Source: an optimization exercise on an open RTL-to-GDS flow (aim: small area, a short achievable clock period and few clock cycles per item). Production flows keep margins and buffers that such runs may drop. The RTL was checked by simulation tests, not by an equivalence proof against the original design. Power and IR drop assume default switching activity.

===== design/flow/config.mk =====
export PLATFORM = sky130hd
export DESIGN_NAME = mips_core
export DESIGN_NICKNAME = mips_core
export VERILOG_FILES = /design/flow/design.v
export SDC_FILE = /design/flow/constraint.sdc
export NUM_CORES = 4
export LEC_CHECK = 0
export CAP_MARGIN = 20
export CORE_MARGIN = 2
export CORE_UTILIZATION = 40
export SLEW_MARGIN = 20

===== design/flow/constraint.sdc =====
create_clock -name core_clock -period 8.0 [get_ports {clk}]
set_input_delay 1.6000 -clock core_clock [delete_from_list [all_inputs] [get_ports {clk}]]
set_output_delay 1.6000 -clock core_clock [all_outputs]
set_load 0.01 [all_outputs]

===== design/flow/design.v =====
package core_pkg;
	localparam int DATA_W  = 32;
	localparam int REG_AW  = 5;
	localparam int SHAMT_W = 5;
	localparam int IMM_W   = 16;
	localparam logic [5:0] OPCODE_SPECIAL = 6'b000000;
	localparam logic [5:0] OPCODE_ADDIU   = 6'b001001;
	localparam logic [5:0] OPCODE_SLTI    = 6'b001010;
	localparam logic [5:0] OPCODE_SLTIU   = 6'b001011;
	localparam logic [5:0] OPCODE_ANDI    = 6'b001100;
	localparam logic [5:0] OPCODE_ORI     = 6'b001101;
	localparam logic [5:0] OPCODE_XORI    = 6'b001110;
	localparam logic [5:0] OPCODE_LUI     = 6'b001111;
	localparam logic [5:0] FUNCT_SLL  = 6'b000000;
	localparam logic [5:0] FUNCT_SRL  = 6'b000010;
	localparam logic [5:0] FUNCT_SRA  = 6'b000011;
	localparam logic [5:0] FUNCT_SLLV = 6'b000100;
	localparam logic [5:0] FUNCT_SRLV = 6'b000110;
	localparam logic [5:0] FUNCT_SRAV = 6'b000111;
	localparam logic [5:0] FUNCT_ADDU = 6'b100001;
	localparam logic [5:0] FUNCT_SUBU = 6'b100011;
	localparam logic [5:0] FUNCT_AND  = 6'b100100;
	localparam logic [5:0] FUNCT_OR   = 6'b100101;
	localparam logic [5:0] FUNCT_XOR  = 6'b100110;
	localparam logic [5:0] FUNCT_NOR  = 6'b100111;
	localparam logic [5:0] FUNCT_SLT  = 6'b101010;
	localparam logic [5:0] FUNCT_SLTU = 6'b101011;
	typedef enum logic [3:0] {
		ALU_ADD, ALU_SUB, ALU_SLT, ALU_SLTU, ALU_AND, ALU_OR,
		ALU_XOR, ALU_NOR, ALU_SLL, ALU_SRL, ALU_SRA, ALU_LUI
	} alu_op_t;
	typedef enum logic {SRC_A_REG, SRC_A_SHAMT} src_a_t;
	typedef enum logic {SRC_B_REG, SRC_B_IMM} src_b_t;
	typedef struct packed {
		logic [DATA_W-1:0]  pc;
		logic [REG_AW-1:0]  rs_num;
		logic [REG_AW-1:0]  rt_num;
		logic [DATA_W-1:0]  rs_val;
		logic [DATA_W-1:0]  rt_val;
		logic [DATA_W-1:0]  imm;
		logic [SHAMT_W-1:0] shamt;
		alu_op_t            alu_op;
		src_a_t             src_a;
		src_b_t             src_b;
		logic [REG_AW-1:0]  dest;
		logic               writes;
	} decoded_t;
	typedef struct packed {
		logic [DATA_W-1:0] pc;
		logic [REG_AW-1:0] dest;
		logic              writes;
		logic [DATA_W-1:0] value;
	} retire_t;
	localparam int DECODED_W = 4*DATA_W + 3*REG_AW + SHAMT_W + 4 + 1 + 1 + 1;
	localparam int RETIRE_W  = 2*DATA_W + REG_AW + 1;
endpackage
`timescale 1ns/100ps
module pipe_stage #(
	parameter int WIDTH = 1
) (
	input  logic             clk,
	input  logic             rst,
	input  logic             in_valid,
	output logic             in_allowin,
	input  logic [WIDTH-1:0] in_data,
	output logic             out_valid,
	input  logic             out_allowin,
	output logic [WIDTH-1:0] out_data
);
	assign in_allowin = !rst && (!out_valid || out_allowin);
	always_ff @(posedge clk)
	begin
		if (rst)
			out_valid <= 1'b0;
		else if (in_allowin)
			out_valid <= in_valid;
	end
	always_ff @(posedge clk)
	begin
		if (in_valid && in_allowin)
			out_data <= in_data;
	end
endmodule
`timescale 1ns/100ps
import core_pkg::*;
module reg_file (
	input  logic              clk,
	input  logic              rst,
	input  logic [REG_AW-1:0] raddr1,
	input  logic [REG_AW-1:0] raddr2,
	input  logic [REG_AW-1:0] waddr,
	input  logic              wen,
	input  logic [DATA_W-1:0] wdata,
	output logic [DATA_W-1:0] rdata1,
	output logic [DATA_W-1:0] rdata2
);
	logic [DATA_W-1:0] regs [2**REG_AW];
	always_ff @(posedge clk)
	begin
		if (rst)
		begin
			for (int i = 0; i < 2**REG_AW; i++)
				regs[i] <= '0;
		end
		else if (wen && waddr != '0)
			regs[waddr] <= wdata;
	end
	assign rdata1 = (raddr1 == '0) ? '0 : regs[raddr1];
	assign rdata2 = (raddr2 == '0) ? '0 : regs[raddr2];
endmodule
`timescale 1ns/100ps
import core_pkg::*;
module decode (
	input  logic [DATA_W-1:0] in_pc,
	input  logic [DATA_W-1:0] in_instr,
	output logic [REG_AW-1:0] rs_num,
	output logic [REG_AW-1:0] rt_num,
	input  logic [DATA_W-1:0] rs_val,
	input  logic [DATA_W-1:0] rt_val,
	output core_pkg::decoded_t dec
);
	logic [5:0]         op;
	logic [5:0]         funct;
	logic [REG_AW-1:0]  rs;
	logic [REG_AW-1:0]  rt;
	logic [REG_AW-1:0]  rd;
	logic [SHAMT_W-1:0] sa;
	logic [IMM_W-1:0]   imm16;
	logic               zero_ext;
	assign op    = in_instr[31:26];
	assign rs    = in_instr[25:21];
	assign rt    = in_instr[20:16];
	assign rd    = in_instr[15:11];
	assign sa    = in_instr[10:6];
	assign funct = in_instr[5:0];
	assign imm16 = in_instr[IMM_W-1:0];
	assign rs_num = rs;
	assign rt_num = rt;
	assign zero_ext = (op == OPCODE_ANDI) || (op == OPCODE_ORI) || (op == OPCODE_XORI);
	always_comb
	begin
		dec.pc     = in_pc;
		dec.rs_num = rs;
		dec.rt_num = rt;
		dec.rs_val = rs_val;
		dec.rt_val = rt_val;
		dec.imm    = zero_ext ? {{(DATA_W-IMM_W){1'b0}}, imm16}
			: {{(DATA_W-IMM_W){imm16[IMM_W-1]}}, imm16};
		dec.shamt  = sa;
		dec.alu_op = ALU_ADD;
		dec.src_a  = SRC_A_REG;
		dec.src_b  = SRC_B_REG;
		dec.dest   = rd;
		dec.writes = 1'b1;
		if (op == OPCODE_SPECIAL)
		begin
			case (funct)
				FUNCT_ADDU: dec.alu_op = ALU_ADD;
				FUNCT_SUBU: dec.alu_op = ALU_SUB;
				FUNCT_SLT:  dec.alu_op = ALU_SLT;
				FUNCT_SLTU: dec.alu_op = ALU_SLTU;
				FUNCT_AND:  dec.alu_op = ALU_AND;
				FUNCT_OR:   dec.alu_op = ALU_OR;
				FUNCT_XOR:  dec.alu_op = ALU_XOR;
				FUNCT_NOR:  dec.alu_op = ALU_NOR;
				FUNCT_SLL, FUNCT_SRL, FUNCT_SRA:
				begin
					dec.alu_op = (funct == FUNCT_SLL) ? ALU_SLL
						: (funct == FUNCT_SRL) ? ALU_SRL : ALU_SRA;
					dec.src_a  = SRC_A_SHAMT;
					dec.writes = (rs == '0);
				end
				FUNCT_SLLV, FUNCT_SRLV, FUNCT_SRAV:
				begin
					dec.alu_op = (funct == FUNCT_SLLV) ? ALU_SLL
						: (funct == FUNCT_SRLV) ? ALU_SRL : ALU_SRA;
					dec.writes = (sa == '0);
				end
				default: dec.writes = 1'b0;
			endcase
		end
		else
		begin
			dec.dest  = rt;
			dec.src_b = SRC_B_IMM;
			case (op)
				OPCODE_ADDIU: dec.alu_op = ALU_ADD;
				OPCODE_SLTI:  dec.alu_op = ALU_SLT;
				OPCODE_SLTIU: dec.alu_op = ALU_SLTU;
				OPCODE_ANDI:  dec.alu_op = ALU_AND;
				OPCODE_ORI:   dec.alu_op = ALU_OR;
				OPCODE_XORI:  dec.alu_op = ALU_XOR;
				OPCODE_LUI:   dec.alu_op = ALU_LUI;
				default:      dec.writes = 1'b0;
			endcase
		end
	end
endmodule
`timescale 1ns/100ps
import core_pkg::*;
module execute (
	input  core_pkg::decoded_t dec,
	input  logic              ex_valid,
	input  logic [REG_AW-1:0] ex_dest,
	input  logic [DATA_W-1:0] ex_value,
	input  logic              wb_valid,
	input  logic [REG_AW-1:0] wb_dest,
	input  logic [DATA_W-1:0] wb_value,
	output core_pkg::retire_t ret
);
	logic [DATA_W-1:0] rs_fwd;
	logic [DATA_W-1:0] rt_fwd;
	logic [DATA_W-1:0] op_a;
	logic [DATA_W-1:0] op_b;
	logic [DATA_W-1:0] alu_y;
	logic [SHAMT_W-1:0] sh;
	function automatic logic hit(
		input logic              valid,
		input logic [REG_AW-1:0] dest,
		input logic [REG_AW-1:0] num
	);
		hit = valid && (dest != '0) && (dest == num);
	endfunction
	assign rs_fwd = hit(ex_valid, ex_dest, dec.rs_num) ? ex_value
		: hit(wb_valid, wb_dest, dec.rs_num) ? wb_value
		: dec.rs_val;
	assign rt_fwd = hit(ex_valid, ex_dest, dec.rt_num) ? ex_value
		: hit(wb_valid, wb_dest, dec.rt_num) ? wb_value
		: dec.rt_val;
	assign op_a = (dec.src_a == SRC_A_SHAMT) ? {{(DATA_W-SHAMT_W){1'b0}}, dec.shamt}
		: rs_fwd;
	assign op_b = (dec.src_b == SRC_B_IMM) ? dec.imm : rt_fwd;
	assign sh = op_a[SHAMT_W-1:0];
	always_comb
	begin
		case (dec.alu_op)
			ALU_ADD:  alu_y = op_a + op_b;
			ALU_SUB:  alu_y = op_a - op_b;
			ALU_SLT:  alu_y = {{(DATA_W-1){1'b0}}, $signed(op_a) < $signed(op_b)};
			ALU_SLTU: alu_y = {{(DATA_W-1){1'b0}}, op_a < op_b};
			ALU_AND:  alu_y = op_a & op_b;
			ALU_OR:   alu_y = op_a | op_b;
			ALU_XOR:  alu_y = op_a ^ op_b;
			ALU_NOR:  alu_y = ~(op_a | op_b);
			ALU_SLL:  alu_y = op_b << sh;
			ALU_SRL:  alu_y = op_b >> sh;
			ALU_SRA:  alu_y = $signed(op_b) >>> sh;
			ALU_LUI:  alu_y = {op_b[IMM_W-1:0], {(DATA_W-IMM_W){1'b0}}};
			default:  alu_y = '0;
		endcase
	end
	assign ret.pc     = dec.pc;
	assign ret.dest   = dec.dest;
	assign ret.writes = dec.writes;
	assign ret.value  = alu_y;
endmodule
`timescale 1ns/100ps
import core_pkg::*;
module result (
	input  logic              clk,
	input  logic              rst,
	input  logic              ret_valid,
	input  core_pkg::retire_t ret,
	input  logic [REG_AW-1:0] rs_num,
	input  logic [REG_AW-1:0] rt_num,
	output logic [DATA_W-1:0] rs_val,
	output logic [DATA_W-1:0] rt_val,
	output logic              byp_ex_valid,
	output logic [REG_AW-1:0] byp_ex_dest,
	output logic [DATA_W-1:0] byp_ex_value,
	output logic              byp_wb_valid,
	output logic [REG_AW-1:0] byp_wb_dest,
	output logic [DATA_W-1:0] byp_wb_value,
	output logic              wb_valid,
	output logic              wb_wen,
	output logic [DATA_W-1:0] wb_pc,
	output logic [DATA_W-1:0] wb_wdata,
	output logic [REG_AW-1:0] wb_wnum
);
	logic              commit;
	logic [DATA_W-1:0] rf_rdata1;
	logic [DATA_W-1:0] rf_rdata2;
	assign commit = ret_valid && ret.writes && (ret.dest != '0);
	reg_file reg_file_i (
		.clk    (clk),
		.rst    (rst),
		.raddr1 (rs_num),
		.raddr2 (rt_num),
		.waddr  (ret.dest),
		.wen    (commit),
		.wdata  (ret.value),
		.rdata1 (rf_rdata1),
		.rdata2 (rf_rdata2)
	);
	assign rs_val = (commit && ret.dest == rs_num) ? ret.value : rf_rdata1;
	assign rt_val = (commit && ret.dest == rt_num) ? ret.value : rf_rdata2;
	assign byp_ex_valid = ret_valid && ret.writes;
	assign byp_ex_dest  = ret.dest;
	assign byp_ex_value = ret.value;
	always_ff @(posedge clk)
	begin
		if (rst)
		begin
			wb_valid <= 1'b0;
			wb_wen   <= 1'b0;
		end
		else
		begin
			wb_valid <= ret_valid;
			wb_wen   <= commit;
		end
	end
	always_ff @(posedge clk)
	begin
		if (ret_valid)
		begin
			wb_pc    <= ret.pc;
			wb_wnum  <= ret.dest;
			wb_wdata <= ret.value;
		end
	end
	assign byp_wb_valid = wb_wen;
	assign byp_wb_dest  = wb_wnum;
	assign byp_wb_value = wb_wdata;
endmodule
`timescale 1ns/100ps
import core_pkg::*;
module mips_core (
	input  logic              clk,
	input  logic              rst,
	input  logic              in_valid,
	output logic              in_ready,
	input  logic [DATA_W-1:0] in_pc,
	input  logic [DATA_W-1:0] in_instr,
	output logic              wb_valid,
	output logic [DATA_W-1:0] wb_pc,
	output logic              wb_wen,
	output logic [REG_AW-1:0] wb_wnum,
	output logic [DATA_W-1:0] wb_wdata
);
	logic [REG_AW-1:0] rs_num;
	logic [REG_AW-1:0] rt_num;
	logic [DATA_W-1:0] rs_val;
	logic [DATA_W-1:0] rt_val;
	core_pkg::decoded_t dec_d;
	core_pkg::decoded_t dec_e;
	logic              de_valid;
	logic              ew_allowin;
	core_pkg::retire_t  ret_e;
	core_pkg::retire_t  ret_w;
	logic              ew_valid;
	logic              byp_ex_valid;
	logic [REG_AW-1:0] byp_ex_dest;
	logic [DATA_W-1:0] byp_ex_value;
	logic              byp_wb_valid;
	logic [REG_AW-1:0] byp_wb_dest;
	logic [DATA_W-1:0] byp_wb_value;
	decode decode_i (
		.in_pc    (in_pc),
		.in_instr (in_instr),
		.rs_num   (rs_num),
		.rt_num   (rt_num),
		.rs_val   (rs_val),
		.rt_val   (rt_val),
		.dec      (dec_d)
	);
	pipe_stage #(.WIDTH(DECODED_W)) de_stage (
		.clk         (clk),
		.rst         (rst),
		.in_valid    (in_valid),
		.in_allowin  (in_ready),
		.in_data     (dec_d),
		.out_valid   (de_valid),
		.out_allowin (ew_allowin),
		.out_data    (dec_e)
	);
	execute execute_i (
		.dec (dec_e),
		.ex_valid (byp_ex_valid),
		.ex_dest  (byp_ex_dest),
		.ex_value (byp_ex_value),
		.wb_valid (byp_wb_valid),
		.wb_dest  (byp_wb_dest),
		.wb_value (byp_wb_value),
		.ret (ret_e)
	);
	pipe_stage #(.WIDTH(RETIRE_W)) ew_stage (
		.clk         (clk),
		.rst         (rst),
		.in_valid    (de_valid),
		.in_allowin  (ew_allowin),
		.in_data     (ret_e),
		.out_valid   (ew_valid),
		.out_allowin (1'b1),
		.out_data    (ret_w)
	);
	result result_i (
		.clk       (clk),
		.rst       (rst),
		.ret_valid (ew_valid),
		.ret       (ret_w),
		.rs_num    (rs_num),
		.rt_num    (rt_num),
		.rs_val    (rs_val),
		.rt_val    (rt_val),
		.byp_ex_valid (byp_ex_valid),
		.byp_ex_dest  (byp_ex_dest),
		.byp_ex_value (byp_ex_value),
		.byp_wb_valid (byp_wb_valid),
		.byp_wb_dest  (byp_wb_dest),
		.byp_wb_value (byp_wb_value),
		.wb_valid  (wb_valid),
		.wb_wen    (wb_wen),
		.wb_pc     (wb_pc),
		.wb_wdata  (wb_wdata),
		.wb_wnum   (wb_wnum)
	);
endmodule

===== design/flow/run.sh =====
#!/bin/bash
# synth_recipe.tcl (not shown) runs the flow's synth.tcl, then flattens the netlist and writes it again
# the make line also repeats each setting of config.mk as NAME=value (left out here)
make -C /OpenROAD-flow-scripts/flow DESIGN_CONFIG=/design/flow/config.mk WORK_HOME=/design/flow/orfs CLKGATE_MAP_FILE= SYNTH_SCRIPT=/design/flow/synth_recipe.tcl finish

==> implementation parameters <==
Parameter                              Value

Yosys
  Flip-flop cell with the highest count after synthesis    sky130_fd_sc_hd__edfxtp_1
  Post-synthesis xor/xnor area fraction    0.4109%
  Distinct cell type count after synthesis    88
  Leading area contributor after synthesis    sky130_fd_sc_hd__edfxtp_1
  Share of synthesized cell area in full adder, half adder and majority cells    1.731%
  EDFF count, synth    1298
  Post-synthesis simple-gate area fraction    12.27%
  Async set-or-reset flop fraction in the synthesized netlist    0%
  Mux cell area share after synthesis    20.14%
  Cell count after synthesis    5793
  Main combinational cell family by area after synthesis    multiplexers
  Area contributors post-synth    sky130_fd_sc_hd__edfxtp_1 52%, sky130_fd_sc_hd__mux4_2 14%, sky130_fd_sc_hd__and2_1 8.3%
  Average instance area after synthesis    12.88 um^2
  Flip-flop and latch count after synthesis    1302
  Fraction of synthesized cell area taken by the top area cell type    52.25%
  Sequential fraction of the synthesis area    52.36%
  Synthesized-area fraction occupied by ao, oa, aoi and oai cells    9.617%
  Yosys Warn Count    6
  Netlist area before placement    74600 um^2

Clock network
  Clock latency reported for the late side of the worst-skew pair    0.83 ns
  Number of setup buffers added after CTS    0
  TritonCTS clock tree    yes
  Maximum level of the CTS H-tree    4
  Register clock-pin slew on the reported worst setup and hold paths    0.06 ns
  Clock buffers created by TritonCTS    147
  CTS Root Buffer Type    sky130_fd_sc_hd__clkbuf_16
  Hold-fix buffers, CTS    0
  Clk sink count    1302
  Count of instances resized after the clock tree is built    0
  CTS Buffer Depth    3

Global route
  Antenna violations before repair    24
  Grt total ovfl    0
  Vias in the first global route    51550
  Wire length of the first global-routing pass    404.4 mm
  All-layer global routing usage    30.09%
  Largest net degree at the start of global routing    85

Timing
  Minimum clock period    7.071 ns
  Unrepaired setup endpoints after global routing    no
  Setup Total Neg Slack    0 ns
  Worst Skew    0.06461 ns
  Relative max-transition margin    16.54%
  Pin slew with the least headroom to its limit    1.239 ns
  FMAX    141.4 MHz
  Count of endpoints failing hold in the final timing report    0
  Max Transition Viols Final    0
  Total setup violations reported at the end of the flow    0
  Final clock period utilization by the worst path    88.39%

Routing
  Count of nets left with antenna violations after detail routing    0
  Router iterations before antenna repair    6
  DR vias/cell    6.376
  Count of vias placed by the detailed router    53430
  Average wire length per cell after detail routing    34.83 um
  # DRC    0
  Number of design-rule violations left by the first detailed-router iteration    6828
  Total wire length after detailed routing    291.8 mm

Critical path
  Type of the worst setup path    flop to flop
  Slack of the worst reg-to-reg path    0.93 ns
  Slowest cell delay on critical path    0.69 ns
  Arrival time at the worst endpoint    7.62 ns
  WP data required    8.55 ns
  Maximum fanout along the worst path    13
  Critical Path Slowest Stage Cell    sky130_fd_sc_hd__or3_1
  Worst path top cell family by delay    compound AO/OA/AOI/OAI gates
  Worst Setup Start Kind    flop
  Cell-by-cell listing of the critical path    buf_4 -> or3_1 -> o311a_1 -> a31oi_2 -> buf_4 -> a221o_1 -> ha_1 -> inv_1 -> a2111oi_0 -> a21oi_1 -> a21oi_1 -> a2bb2oi_1 -> o31a_1 -> o21ai_0 -> a221o_1 -> nand2_1 -> nor4_1 -> or4_1
  Critical path capture point type    flop
  WP buf/inv    3

Floorplanning
  Num ports    139
  X dimension of the die    435.9 um
  Core area    185400 um^2
  Vert. Die Dim    435.9 um
  Row count    158
  Die outline area    190000 um^2
  Starting density of the core    40.23%

Min path
  Class of the tightest hold or removal check    flop to flop

Power and ir drop
  Lkg Pwr    30.08 nW
  Cell area power density    203.6 nW/um^2
  Total design power    17.13 mW
  Worst ir drop on vdd    166.0 uV

Placed design
  Placed inst area    79470 um^2
  Post-detail-place hpwl    187.2 mm
  GPL Wtd Cong    0.9656
  Port bufs    138

Status
  Run status  no timing/DRC/antenna violations

Finish
  Final #Nets    5947
  Sequential cell area    39060 um^2
  Filler instances    16590
  Area Overhead vs Synth    12.77%
  Fraction of final layout cells sized beyond drive strength 1    17.77%
  Cell area after layout    84120 um^2
  Footprint of the multi-input gates    33740 um^2

Run
  Count of max-cap constraint violations    0
==> metrics by stage <==
stage / instances / utilization (%) / hold WS (ns) / setup slack [ns]
after floorplan: 5824 / - / 0.4003 / 0.9960
after global placement: 8101 / 42.77 / 0.4006 / 1.185
after detailed placement: 8107 / 42.86 / 0.4045 / 1.081
after CTS: 8370 / 45.34 / 0.4129 / 1.010
after global routing: 8374 / 45.36 / 0.4205 / 0.6729
final: 8379 / 45.37 / 0.4115 / 0.9288
==> power breakdown <==
part / switching (mW) / internal [mW] / leakage [nW]
Clock: 2.95 / 3.64 / 2.22
Combinational: 1.71 / 0.888 / 14.8
Sequential: 0.149 / 7.79 / 13.0
Total: 4.81 / 12.3 / 30.1
==> Yosys cell counts (all sizes together) (22+ instances only) <==
master,instances
nor3,35
a22oi,75
a21oi,192
a31oi,23
inv,121
a211o,47
mux2,75
o211ai,49
mux4,453
nand3,24
o22ai,79
a221oi,82
mux2i,397
edfxtp,1298
o21ai,355
and2,995
nand2,191
ha,100
clkbuf,409
xnor2,22
nor2,323
a221o,26
a211oi,24
buf,129
==> per-layer routing <==
layer	part of all wire, %	vias to the layer above	GRT usage [%]
met4	6.7	10	17.27
met3	9.7	663	5.406
met1	38	27260	39.08
met2	46	3433	47.48
li1	-	22060	-
met5	0.022	-	0
==> layout by cell type (no fill, tap or decap), drive strengths merged, types with 23 or more instances in the layout <==
cell           Yosys  final
edfxtp          1298   1298
and2             995    995
mux4             453    453
mux2i            397    397
o21ai            355    355
nor2             323    323
buf              129    216
a21oi            192    192
nand2            191    191
clkbuf           409    186
inv              121    129
clkdlybuf4s50      0    127
ha               100    100
a221oi            82     82
o22ai             79     79
a22oi             75     75
mux2              75     75
clkinv             0     61
o211ai            49     49
a211o             47     47
nor3              35     35
conb               1     32
a221o             26     26
nand3             24     24
a211oi            24     24
a31oi             23     23
==> worst register-to-register path, cell delays in order (launching register included) <==
cell and delay, ns:
sky130_fd_sc_hd__edfxtp_1 0.36, sky130_fd_sc_hd__buf_4 0.19, sky130_fd_sc_hd__or3_1 0.69, sky130_fd_sc_hd__o311a_1 0.46
sky130_fd_sc_hd__a31oi_2 0.50, sky130_fd_sc_hd__buf_4 0.29, sky130_fd_sc_hd__a221o_1 0.60, sky130_fd_sc_hd__ha_1 0.44
sky130_fd_sc_hd__inv_1 0.12, sky130_fd_sc_hd__a2111oi_0 0.38, sky130_fd_sc_hd__a21oi_1 0.24, sky130_fd_sc_hd__a21oi_1 0.34
sky130_fd_sc_hd__a2bb2oi_1 0.49, sky130_fd_sc_hd__o31a_1 0.39, sky130_fd_sc_hd__o21ai_0 0.22, sky130_fd_sc_hd__a221o_1 0.41
sky130_fd_sc_hd__nand2_1 0.10, sky130_fd_sc_hd__nor4_1 0.05, sky130_fd_sc_hd__or4_1 0.51
==> flip-flops by register name (all words and copies together), names as in the netlist <==
name	cells
result_i.wb_pc	32
ew_stage.out_valid	1
result_i.wb_valid	1
de_stage.out_valid	1
result_i.reg_file_i.regs	1024
result_i.wb_wnum	5
result_i.wb_wen	1
ew_stage.out_data	70
de_stage.out_data	135
result_i.wb_wdata	32
==> cells by family (layout without fill, tap and decap cells) <==
| family | Yosys count | in the layout |
|---|---|---|
| simple gates | 1671 | 1671 |
| compound gates | 1098 | 1098 |
| flops | 1302 | 1302 |
| other cells | 1 | 39 |
| xor+xnor | 35 | 35 |
| buf+inv | 659 | 727 |
| mux | 925 | 925 |
| fa+ha+maj | 102 | 102 |
==> final timing paths <==
kind	cells after the start	start	to
max	18	ew_stage.out_data[36]	ew_stage.out_data[31]
min	0	ew_stage.out_data[59]	result_i.wb_pc[21]
max reg2reg	18	ew_stage.out_data[36]	ew_stage.out_data[31]
min reg2reg	0	ew_stage.out_data[59]	result_i.wb_pc[21]
==> final cells by class <==
cell class / count / share of cell area [%]
multi-input cells: 3863 / 40.11
clock buffers: 186 / 4.572
well taps: 2480 / 3.689
repair buffers: 343 / 3.732
inverters: 121 / 0.5429
diodes: 7 / 0.02082
clock inverters: 77 / 0.8969
flip-flops and latches: 1302 / 46.43
Testbench counts, summed over its fixed seeds: cycles 24,024, items 24,000.

afterwards: timing with drivers on the ports:
The results above use ideal ports. As a check the final layout listed here was re-extracted and re-timed, cells and wires unchanged. Step 1, drivers: a clkbuf_16 drives clk and a buf_2 each remaining input, both assumed. Step 2 moves the port delays by t, midway between the first and last clock arrival at a register: inputs arrive t later, outputs are due t later. That takes back most of the time a late clock gives input paths. Three values: ideal, step 1, step 2; two values: the first two.
shift t [ns]: 0.891
slack for setup (ns): 0.929 / 0.929 / 0.929
latest minus earliest clock arrival (ns): 0.065 / 0.065
worst data-port slew with drivers (ns): 0.11
After both steps this run still meets setup and hold. The setup slack of this run moves by 0.000 ns with the drivers and by 0.000 ns with both steps.
